What follows belongs to an exercise in optimizing a design on an open flow for a short achievable clock period and few clock cycles per item; a production flow would make more cautious choices. The RTL was checked by simulation tests, not by an equivalence proof against the original design. Power and IR drop assume default switching activity.

==> config.mk <==
export PLATFORM = sky130hd
export DESIGN_NAME = dns_name_decompressor
export DESIGN_NICKNAME = dns_name_decompressor
export VERILOG_FILES = /design/flow/design.v
export SDC_FILE = /design/flow/constraint.sdc
export NUM_CORES = 4
export LEC_CHECK = 0
export CAP_MARGIN = 20
export CORE_MARGIN = 2
export CORE_UTILIZATION = 18
export GPL_ROUTABILITY_DRIVEN = 1
export PLACE_DENSITY = 0.35
export SLEW_MARGIN = 20
==> constraint.sdc <==
create_clock -name core_clock -period 8.0 [get_ports {i_clk}]
set_input_delay 1.6000 -clock core_clock [delete_from_list [all_inputs] [get_ports {i_clk}]]
set_output_delay 1.6000 -clock core_clock [all_outputs]
set_load 0.01 [all_outputs]
==> design.v <==
`timescale 1ns / 1ps
package dnd_pkg;
    localparam int STORE_DEPTH = 512;
    localparam int NAME_MAX    = 255;
    localparam int ADDR_W     = $clog2(STORE_DEPTH);
    localparam int POS_W      = 15;                       
    localparam int LEN_W      = $clog2(NAME_MAX + 1);
    localparam int CHARS_PER  = 8;
    localparam int WIDX_W     = LEN_W - 3;
    localparam int NAME_WORDS = 2 ** WIDX_W;
    localparam int LIMIT_W    = 6;
    localparam logic [LIMIT_W-1:0] LIMIT_RESET = LIMIT_W'(16);
    localparam logic [7:0]         CHAR_DOT    = 8'h2E;
    localparam logic OP_LOAD   = 1'b0;
    localparam logic OP_DECODE = 1'b1;
    localparam logic [1:0] ST_OK    = 2'd0;
    localparam logic [1:0] ST_PTR   = 2'd1;
    localparam logic [1:0] ST_LONG  = 2'd2;
    localparam logic [1:0] ST_RANGE = 2'd3;
    typedef struct packed {
        logic       op;
        logic [8:0] address;
        logic [7:0] byte_value;
    } t_in;
    typedef struct packed {
        logic [63:0] name_chars;
        logic [3:0]  char_count;
        logic        last;
        logic [8:0]  consumed;
        logic [1:0]  status;
    } t_out;
    typedef struct packed {
        logic       append;
        logic [7:0] ch;
        logic       finish;
        logic [1:0] status;
        logic [8:0] consumed;
    } t_walk_evt;
    localparam logic [1:0] W_IDLE = 2'd0;
    localparam logic [1:0] W_WALK = 2'd1;
    localparam logic [1:0] W_PTR  = 2'd2;
    localparam logic [1:0] E_COLLECT = 2'd0;
    localparam logic [1:0] E_READ    = 2'd1;
    localparam logic [1:0] E_SHOW    = 2'd2;
endpackage
`timescale 1ns / 1ps
import dnd_pkg::*;
module dnd_walk (
    input  logic                         i_clk,
    input  logic                         i_rst_n,
    input  logic                         i_load,
    input  logic                         i_start,
    input  logic [8:0]                   i_addr,
    input  logic [7:0]                   i_byte,
    input  logic [dnd_pkg::LIMIT_W-1:0]  i_limit,
    input  logic [dnd_pkg::LEN_W-1:0]    i_len,
    output logic                         o_idle,
    output dnd_pkg::t_walk_evt           o_evt
);
    logic [7:0] mem [STORE_DEPTH];
    logic [7:0] r_rdata;
    logic [1:0] r_state, n_state;
    logic [POS_W-1:0]   r_pos, n_pos;
    logic [POS_W-1:0]   r_start, n_start;
    logic [7:0]         r_rem, n_rem;
    logic [LIMIT_W-1:0] r_ptrs, n_ptrs;
    logic               r_jumped, n_jumped;
    logic [8:0]         r_cons, n_cons;
    logic [5:0]         r_hi, n_hi;
    logic [POS_W-1:0] addr_ext;
    logic             pos_out;
    logic             len_full;
    logic             is_ptr;
    logic [POS_W-1:0] here_cons;
    assign addr_ext  = POS_W'(i_addr);
    assign pos_out   = r_pos >= POS_W'(STORE_DEPTH);
    assign len_full  = i_len >= LEN_W'(NAME_MAX);
    assign is_ptr    = r_rdata[7:6] == 2'b11;
    assign here_cons = r_pos - r_start;
    always_ff @(posedge i_clk) begin
        if (i_load && addr_ext < POS_W'(STORE_DEPTH)) begin
            mem[addr_ext[ADDR_W-1:0]] <= i_byte;
        end
        r_rdata <= mem[n_pos[ADDR_W-1:0]];
    end
    always_comb begin
        n_state = r_state;
        unique case (r_state)
            W_IDLE: begin
                if (i_start) begin
                    n_state = W_WALK;
                end
            end
            W_WALK: begin
                if (pos_out) begin
                    n_state = W_IDLE;
                end else if (r_rem != 8'd0) begin
                    if (len_full) begin
                        n_state = W_IDLE;
                    end
                end else if (r_rdata == 8'd0) begin
                    n_state = W_IDLE;
                end else if (is_ptr) begin
                    if (r_pos == POS_W'(STORE_DEPTH - 1) || r_ptrs >= i_limit) begin
                        n_state = W_IDLE;
                    end else begin
                        n_state = W_PTR;
                    end
                end else if (i_len != '0 && len_full) begin
                    n_state = W_IDLE;
                end
            end
            W_PTR: begin
                n_state = W_WALK;
            end
            default: n_state = W_IDLE;
        endcase
    end
    always_comb begin
        n_pos    = r_pos;
        n_start  = r_start;
        n_rem    = r_rem;
        n_ptrs   = r_ptrs;
        n_jumped = r_jumped;
        n_cons   = r_cons;
        n_hi     = r_hi;
        o_evt    = '0;
        unique case (r_state)
            W_IDLE: begin
                if (i_start) begin
                    n_pos    = addr_ext;
                    n_start  = addr_ext;
                    n_rem    = 8'd0;
                    n_ptrs   = '0;
                    n_jumped = 1'b0;
                    n_cons   = 9'd0;
                end
            end
            W_WALK: begin
                if (pos_out) begin
                    o_evt.finish = 1'b1;
                    o_evt.status = ST_RANGE;
                end else if (r_rem != 8'd0) begin
                    if (len_full) begin
                        o_evt.finish = 1'b1;
                        o_evt.status = ST_LONG;
                    end else begin
                        o_evt.append = 1'b1;
                        o_evt.ch     = r_rdata;
                        n_pos        = r_pos + 1'b1;
                        n_rem        = r_rem - 8'd1;
                    end
                end else if (r_rdata == 8'd0) begin
                    o_evt.finish   = 1'b1;
                    o_evt.status   = ST_OK;
                    o_evt.consumed = r_jumped ? r_cons : here_cons[8:0] + 9'd1;
                end else if (is_ptr) begin
                    if (r_pos == POS_W'(STORE_DEPTH - 1)) begin
                        o_evt.finish = 1'b1;
                        o_evt.status = ST_RANGE;
                    end else if (r_ptrs >= i_limit) begin
                        o_evt.finish = 1'b1;
                        o_evt.status = ST_PTR;
                    end else begin
                        if (!r_jumped) begin
                            n_cons   = here_cons[8:0] + 9'd2;
                            n_jumped = 1'b1;
                        end
                        n_ptrs = r_ptrs + 1'b1;
                        n_hi   = r_rdata[5:0];
                        n_pos  = r_pos + 1'b1;
                    end
                end else if (i_len != '0 && len_full) begin
                    o_evt.finish = 1'b1;
                    o_evt.status = ST_LONG;
                end else begin
                    o_evt.append = i_len != '0;
                    o_evt.ch     = CHAR_DOT;
                    n_rem        = r_rdata;
                    n_pos        = r_pos + 1'b1;
                end
            end
            W_PTR: begin
                n_pos = POS_W'({r_hi, r_rdata});
            end
            default: begin
            end
        endcase
    end
    always_ff @(posedge i_clk) begin
        if (!i_rst_n) begin
            r_state <= W_IDLE;
        end else begin
            r_state <= n_state;
        end
        r_pos    <= n_pos;
        r_start  <= n_start;
        r_rem    <= n_rem;
        r_ptrs   <= n_ptrs;
        r_jumped <= n_jumped;
        r_cons   <= n_cons;
        r_hi     <= n_hi;
    end
    assign o_idle = r_state == W_IDLE;
endmodule
`timescale 1ns / 1ps
import dnd_pkg::*;
module dnd_emit (
    input  logic                       i_clk,
    input  logic                       i_rst_n,
    input  dnd_pkg::t_walk_evt         i_evt,
    input  logic                       i_out_ready,
    output logic [dnd_pkg::LEN_W-1:0]  o_len,
    output logic                       o_idle,
    output logic                       o_out_valid,
    output dnd_pkg::t_out              o_out
);
    logic [63:0] mem [NAME_WORDS];
    logic [63:0] r_rd;
    logic [1:0] r_state, n_state;
    logic [LEN_W-1:0]  r_len, n_len;
    logic [63:0]       r_word, n_word;
    logic [WIDX_W-1:0] r_widx, n_widx;
    logic [1:0]        r_status, n_status;
    logic [8:0]        r_cons, n_cons;
    logic              r_single, n_single;
    logic [2:0]        lane;
    logic              wr_en;
    logic [WIDX_W-1:0] wr_addr;
    logic [63:0]       wr_data;
    logic [LEN_W-1:0]  len_m1;
    logic              last_word;
    logic              fail_or_empty;
    assign lane          = r_len[2:0];
    assign len_m1        = r_len - 1'b1;
    assign last_word     = r_single || r_widx == len_m1[LEN_W-1:3];
    assign fail_or_empty = i_evt.status != ST_OK || r_len == '0;
    always_ff @(posedge i_clk) begin
        if (wr_en) begin
            mem[wr_addr] <= wr_data;
        end
        if (r_state == E_READ) begin
            r_rd <= mem[r_widx];
        end
    end
    always_comb begin
        n_state = r_state;
        unique case (r_state)
            E_COLLECT: begin
                if (i_evt.finish) begin
                    n_state = fail_or_empty ? E_SHOW : E_READ;
                end
            end
            E_READ: n_state = E_SHOW;
            E_SHOW: begin
                if (i_out_ready) begin
                    n_state = last_word ? E_COLLECT : E_READ;
                end
            end
            default: n_state = E_COLLECT;
        endcase
    end
    always_comb begin
        n_len    = r_len;
        n_word   = r_word;
        n_widx   = r_widx;
        n_status = r_status;
        n_cons   = r_cons;
        n_single = r_single;
        wr_en    = 1'b0;
        wr_addr  = r_len[LEN_W-1:3];
        wr_data  = r_word;
        unique case (r_state)
            E_COLLECT: begin
                if (i_evt.append) begin
                    n_word = (lane == 3'd0 ? 64'd0 : r_word)
                             | (64'(i_evt.ch) << {lane, 3'b000});
                    n_len  = r_len + 1'b1;
                    if (lane == 3'd7) begin
                        wr_en   = 1'b1;
                        wr_data = n_word;
                    end
                end else if (i_evt.finish) begin
                    n_status = i_evt.status;
                    n_cons   = i_evt.status == ST_OK ? i_evt.consumed : 9'd0;
                    n_single = fail_or_empty;
                    n_widx   = '0;
                    wr_en    = !fail_or_empty && lane != 3'd0;
                end
            end
            E_READ: begin
            end
            E_SHOW: begin
                if (i_out_ready) begin
                    if (last_word) begin
                        n_len = '0;
                    end else begin
                        n_widx = r_widx + 1'b1;
                    end
                end
            end
            default: begin
            end
        endcase
    end
    always_comb begin
        o_out            = '0;
        o_out_valid      = r_state == E_SHOW;
        o_out.last       = last_word;
        if (!r_single) begin
            o_out.name_chars = r_rd;
            o_out.char_count = (last_word && lane != 3'd0) ? {1'b0, lane} : 4'(CHARS_PER);
        end
        if (last_word) begin
            o_out.consumed = r_cons;
            o_out.status   = r_status;
        end
    end
    always_ff @(posedge i_clk) begin
        if (!i_rst_n) begin
            r_state <= E_COLLECT;
            r_len   <= '0;
        end else begin
            r_state <= n_state;
            r_len   <= n_len;
        end
        r_word   <= n_word;
        r_widx   <= n_widx;
        r_status <= n_status;
        r_cons   <= n_cons;
        r_single <= n_single;
    end
    assign o_len  = r_len;
    assign o_idle = r_state == E_COLLECT;
endmodule
`timescale 1ns / 1ps
import dnd_pkg::*;
module dns_name_decompressor (
    input  logic                        i_clk,
    input  logic                        i_rst_n,
    input  logic                        i_in_valid,
    output logic                        o_in_ready,
    input  logic                        i_in_op,
    input  logic [8:0]                  i_in_address,
    input  logic [7:0]                  i_in_byte,
    output logic                        o_out_valid,
    input  logic                        i_out_ready,
    output logic [63:0]                 o_name_chars,
    output logic [3:0]                  o_char_count,
    output logic                        o_last,
    output logic [8:0]                  o_consumed,
    output logic [1:0]                  o_status,
    input  logic                        i_cfg_we,
    input  logic [5:0]                  i_cfg_data
);
    dnd_pkg::t_in       i_in;
    dnd_pkg::t_out      o_out;
    logic [LIMIT_W-1:0] r_limit;
    logic               in_fire;
    logic               walk_idle;
    logic               emit_idle;
    logic [LEN_W-1:0]   name_len;
    dnd_pkg::t_walk_evt evt;
    assign i_in.op         = i_in_op;
    assign i_in.address    = i_in_address;
    assign i_in.byte_value = i_in_byte;
    assign o_name_chars    = o_out.name_chars;
    assign o_char_count    = o_out.char_count;
    assign o_last          = o_out.last;
    assign o_consumed      = o_out.consumed;
    assign o_status        = o_out.status;
    assign o_in_ready = walk_idle && emit_idle;
    assign in_fire    = i_in_valid && o_in_ready;
    always_ff @(posedge i_clk) begin
        if (!i_rst_n) begin
            r_limit <= LIMIT_RESET;
        end else if (i_cfg_we) begin
            r_limit <= i_cfg_data;
        end
    end
    dnd_walk u_walk (
        .i_clk   (i_clk),
        .i_rst_n (i_rst_n),
        .i_load  (in_fire && i_in.op == OP_LOAD),
        .i_start (in_fire && i_in.op == OP_DECODE),
        .i_addr  (i_in.address),
        .i_byte  (i_in.byte_value),
        .i_limit (r_limit),
        .i_len   (name_len),
        .o_idle  (walk_idle),
        .o_evt   (evt)
    );
    dnd_emit u_emit (
        .i_clk       (i_clk),
        .i_rst_n     (i_rst_n),
        .i_evt       (evt),
        .i_out_ready (i_out_ready),
        .o_len       (name_len),
        .o_idle      (emit_idle),
        .o_out_valid (o_out_valid),
        .o_out       (o_out)
    );
endmodule
==> run.sh <==
#!/bin/bash
# synth_recipe.tcl (not shown) runs the flow's synth.tcl, then flattens the netlist and writes it again
# the make line also repeats each setting of config.mk as NAME=value (left out here)
make -C /OpenROAD-flow-scripts/flow DESIGN_CONFIG=/design/flow/config.mk WORK_HOME=/design/flow/orfs CLKGATE_MAP_FILE= SYNTH_SCRIPT=/design/flow/synth_recipe.tcl finish
==> run summary <==
[state kept, by name, indices dropped and copies added (netlist names)]
register and count:
u_walk.r_state 2, u_walk.r_pos 15, u_walk.r_hi 6, u_emit.r_widx 5
u_emit.r_word 64, u_walk.mem 4096, u_emit.r_single 1, u_emit.r_cons 9
u_walk.r_rdata 8, u_walk.r_cons 9, u_emit.r_status 2, u_emit.r_rd 64
u_walk.r_jumped 1, u_walk.r_ptrs 6, r_limit 6, u_emit.r_state 2
u_walk.r_rem 8, u_walk.r_start 9, u_emit.mem 2048, u_emit.r_len 8
[through the flow]
stage	setup slack, ns	std cells	cell area [µm²]	hold slack [ns]	TNS, ns
global route	0.1971	35720	304600	0.5339	0
floorplan	-0.4965	15970	252700	0.4614	-966.12
detailed placement	-0.3035	34390	281700	0.5083	-0.5341
finish	0.2336	35740	304700	0.5147	0
global placement	-1.439	34390	281600	0.5010	-3.084
CTS	0.3870	35720	304600	0.5169	0
[area by class of cell]
| cell class | count | area, µm² | area share |
|---|---|---|---|
| Timing Repair Buffer | 953 | 9867 | 0.03238 |
| Antenna cell | 21 | 52.55 | 0.0001725 |
| Inverter | 38 | 186.4 | 0.0006119 |
| Sequential cell | 6369 | 190900 | 0.6265 |
| Multi-Input combinational cell | 8460 | 57580 | 0.1890 |
| Tap cell | 18570 | 23240 | 0.07626 |
| Clock buffer | 950 | 19560 | 0.06419 |
| Clock inverter | 378 | 3314 | 0.01088 |
[cell usage after synthesis (15+ instances only)]
cell type     n  area share
mux2i_1     266       0.011
a22o_1       45      0.0016
nor2_1      713       0.011
o22ai_1      73      0.0018
nor2b_1      97      0.0024
a31oi_1     354      0.0088
a311oi_1    281      0.0097
edfxtp_1   6334        0.75
o2111ai_1    29      0.0010
a32o_1       16     0.00063
inv_1        31     0.00046
buf_1       134      0.0020
nand4_1      53      0.0013
nor4_1       31     0.00077
nor3_1       72      0.0014
nand3_1     900       0.018
and3_1      463       0.011
mux2_2      136      0.0061
buf_2       421      0.0083
xnor2_1      29      0.0010
nand2_1    3049       0.045
clkbuf_1    490      0.0073
a2111oi_0    15     0.00052
and2_1       18     0.00045
a221oi_1     41      0.0014
ha_1         24      0.0012
a22oi_1      18     0.00053
o221ai_1     25     0.00087
a21oi_1     222      0.0044
buf_4        55      0.0016
xor2_1       16     0.00055
o21ai_0     122      0.0024
mux4_2      644       0.057
a32oi_1     103      0.0036
o21ai_1      17     0.00034
dfxtp_1      35      0.0028
a211oi_1    356       0.011
o211ai_1     30     0.00089
[kinds of logic after synthesis]
kind of cell	after synthesis
mux	1046
fa+ha+maj	25
other cells	1
compound gates	1882
simple gates	5461
xor+xnor	45
flops	6369
buf+inv	1145
[power breakdown]
group / total, mW / switching [mW] / leakage, nW / internal (mW)
logic: 9.60 / 7.01 / 26.5 / 2.59
clock network: 32.9 / 14.2 / 11.2 / 18.7
registers: 36.8 / 0.189 / 56.8 / 36.6
total: 79.3 / 21.4 / 94.4 / 57.8
[layout by cell type, fill, tap and decap left out, types with 21 or more instances in the layout]
cell	Yosys	routed
a211oi_1	356	354
a21oi_1	222	220
a221oi_1	41	40
a22o_1	45	45
a311oi_1	281	274
a31oi_1	354	351
a32oi_1	103	103
and3_1	463	462
buf_12	0	190
buf_4	55	652
bufinv_16	0	44
clkbuf_1	490	195
clkbuf_16	0	749
clkdlybuf4s50_1	0	102
clkinv_1	2	172
clkinv_2	0	109
dfxtp_1	35	34
diode_2	0	21
edfxtp_1	6334	6334
ha_1	24	24
inv_1	31	30
mux2_2	136	136
mux2i_1	266	266
mux4_2	644	644
nand2_1	3049	3025
nand3_1	900	894
nand4_1	53	53
nor2_1	713	644
nor2_2	1	27
nor2_4	0	43
nor2b_1	97	94
nor3_1	72	64
nor4_1	31	29
o2111ai_1	29	29
o211ai_1	30	30
o21ai_0	122	120
o221ai_1	25	25
o22ai_1	73	73
xnor2_1	29	29
[critical path: cells and delay by family (launching register included)]
family | cells | cell delay [ns]
buffers and inverters | 7 | 1.90
flip-flops | 1 | 0.70
AO/OA/AOI/OAI | 6 | 2.35
AND/OR/NAND/NOR | 5 | 2.40
[metal layers]
layer,track usage,up-vias,part of all wire
li1,-,63440,-
met1,0.2011,81560,0.47
met2,0.2187,4953,0.46
met3,0.02136,993,0.058
met4,0.02420,8,0.018
met5,0,-,0.000069
[worst max-delay path by stage]
stage | from | end | depth (start not counted)
2_1_floorplan | u_walk.r_pos[9] | u_emit.mem[13][0] | 11
3_3_place_gp | i_in_op | u_walk.r_rdata[7] | 18
3_5_place_dp | i_in_op | u_walk.r_rdata[7] | 18
4_1_cts | u_emit.r_len[5] | u_walk.r_rdata[7] | 18
5_1_grt | u_emit.r_len[5] | u_walk.r_rdata[3] | 17
6_report | u_emit.r_len[5] | u_walk.r_rdata[3] | 18
==> out/qor.txt <==
Async S/R FF share, synth: 0
hpwl dp: 616600 µm
Max-cap violations: 0
outcome: finished clean
Avg Vias per Cell: 4.223
Post-Syn Nets: 16.03k
Max Fclk: 128.8 MHz
Synth warnings: 3
nets: 16.61k
post-synthesis simple-gate area fraction: 0.09363
VDD IR max: 0.0002206 V
clk_skew: 0.1311 ns
Die Span Y: 1189 µm
Tot Pwr: 79.27 mW
type of origin of the critical path: register
Fill cells: 147.5k
xor and xnor area share after synthesis: 0.001560
Max transition margin: 0.1515
cell chain of the critical path: nand3_1 -> nor3_1 -> buf_4 -> a21oi_2 -> a21oi_2 -> o211ai_1 -> buf_12 -> inv_8 -> buf_12 -> buf_12 -> nand3_1 -> a31oi_1 -> o22ai_1 -> buf_4 -> a22o_1 -> nor4_1 -> buf_4 -> nand4b_1
vias in the first global route: 147.5k
H-Tree Depth: 6
Post-CTS Setup Inserts: 0
Leak: 94.38 nW
Setup crit end kind: register
main combinational cell family by area after synthesis: simple AND/OR/NAND/NOR gates
Post-Syn Area: 252600 µm²
CTS tree: yes
Rows: 435
setup violators final: 0
initial antenna violation count: 117
DIE AREA: 1413000 µm²
worst hold endpoint: r_limit[4]
Clock Latency Late Sink: 1.17 ns
mux share of post-synthesis cell area: 0.07401
Reg-to-Reg End: u_walk.r_rdata[3]
clock transition at the registers of the reported paths: 0.06 ns
DRC errors left: 0
Post-Route WL: 1015000 µm
clock root buffer: clkbuf_16
dominant synthesized flop cell: edfxtp_1
number of DRC markers in iteration 0: 16.78k
number of synthesized flops with an enable pin: 6334
Vias: 151.0k
CP peak stage delay: 0.89 ns
initial core utilization: 0.1803
hold buffer count at cts: 0
Area Growth Syn to Fin: 20.60%
total gr overflow: 0
hold crit path type: reg2reg
PwrDens: 260.2 nW/µm²
Antenna Nets Post-Route: 0
flops & latches, synth: 6369
Core Area: 1401000 µm²
Worst Setup Path Type: reg2reg
Critical Path AT: 8.76 ns
share of cells above drive strength 1: 0.1619
RSZ-0062 raised after global routing: no
post-CTS sizing: 0
Synth Area in Compound Gates: 0.05377
Num CTS Buffers: 738
die width: 1189 µm
path depth of the worst reg2reg path: 18
hold path start: r_limit[4]
all-layer global routing usage: 0.1381
post-synthesis cell count: 15.97k
min Tclk post-route: 7.766 ns
post-synthesis sequential area ratio: 0.7556
Post-Synth Adder-Cell Area: 0.001268
worst-margin pin slew: 1.253 ns
Fin. Hold Viols: 0
clock sink count: 6369
Crit-path slowest cell: nor4_1
I/O Buffers: 110
gpl congestion: 0.7951
Avg Cell Area, Syn: 15.82 µm²
Synth cell types: 94
period utilization: 0.9708
DR pass1 iterations: 6
Crit Path Max Fanout: 39
Final Util: 0.2175
largest net degree at the start of global routing: 152
Top Ports: 111
Slew Viols, Final: 0
first-pass GRT wire length: 1369000 µm
flop2flop setup slack: 0.23 ns
r2r startpoint: u_emit.r_len[5]
hold path depth: 2
deepest clock path buffer count: 5
WP data required: 8.99 ns
drt wl/cell: 28.40 µm
Testbench counts, summed over its fixed seeds: cycles 34,430, names 790.

==> static timing again, ports no longer ideal <==
The flow's constraints put no driver on any port. The routed layout listed below was extracted and timed again, unchanged, in two steps. Step 1 assumes that a clkbuf_16 drives the clock port and a buf_2 every other input. Step 2 also shifts input and output timing later by t, the mid clock arrival at the registers, as if the neighbouring blocks saw the same clock. Three values: no drivers, after step 1, after step 2; two values: the first two.
shift t [ns]: 1.262
setup slack, ns: 0.234 / 0.234 / -0.485
worst hold slack (ns): 0.515 / 0.515 / 0.515
clock arrival spread, ns: 0.137 / 0.137
slew at the worst register clock pin (ns): 0.07 / 0.07
With both steps, setup timing fails in this run, where it was met with ideal ports. For this run, drivers alone change the setup slack by 0.000 ns; drivers and shift together by -0.719 ns.
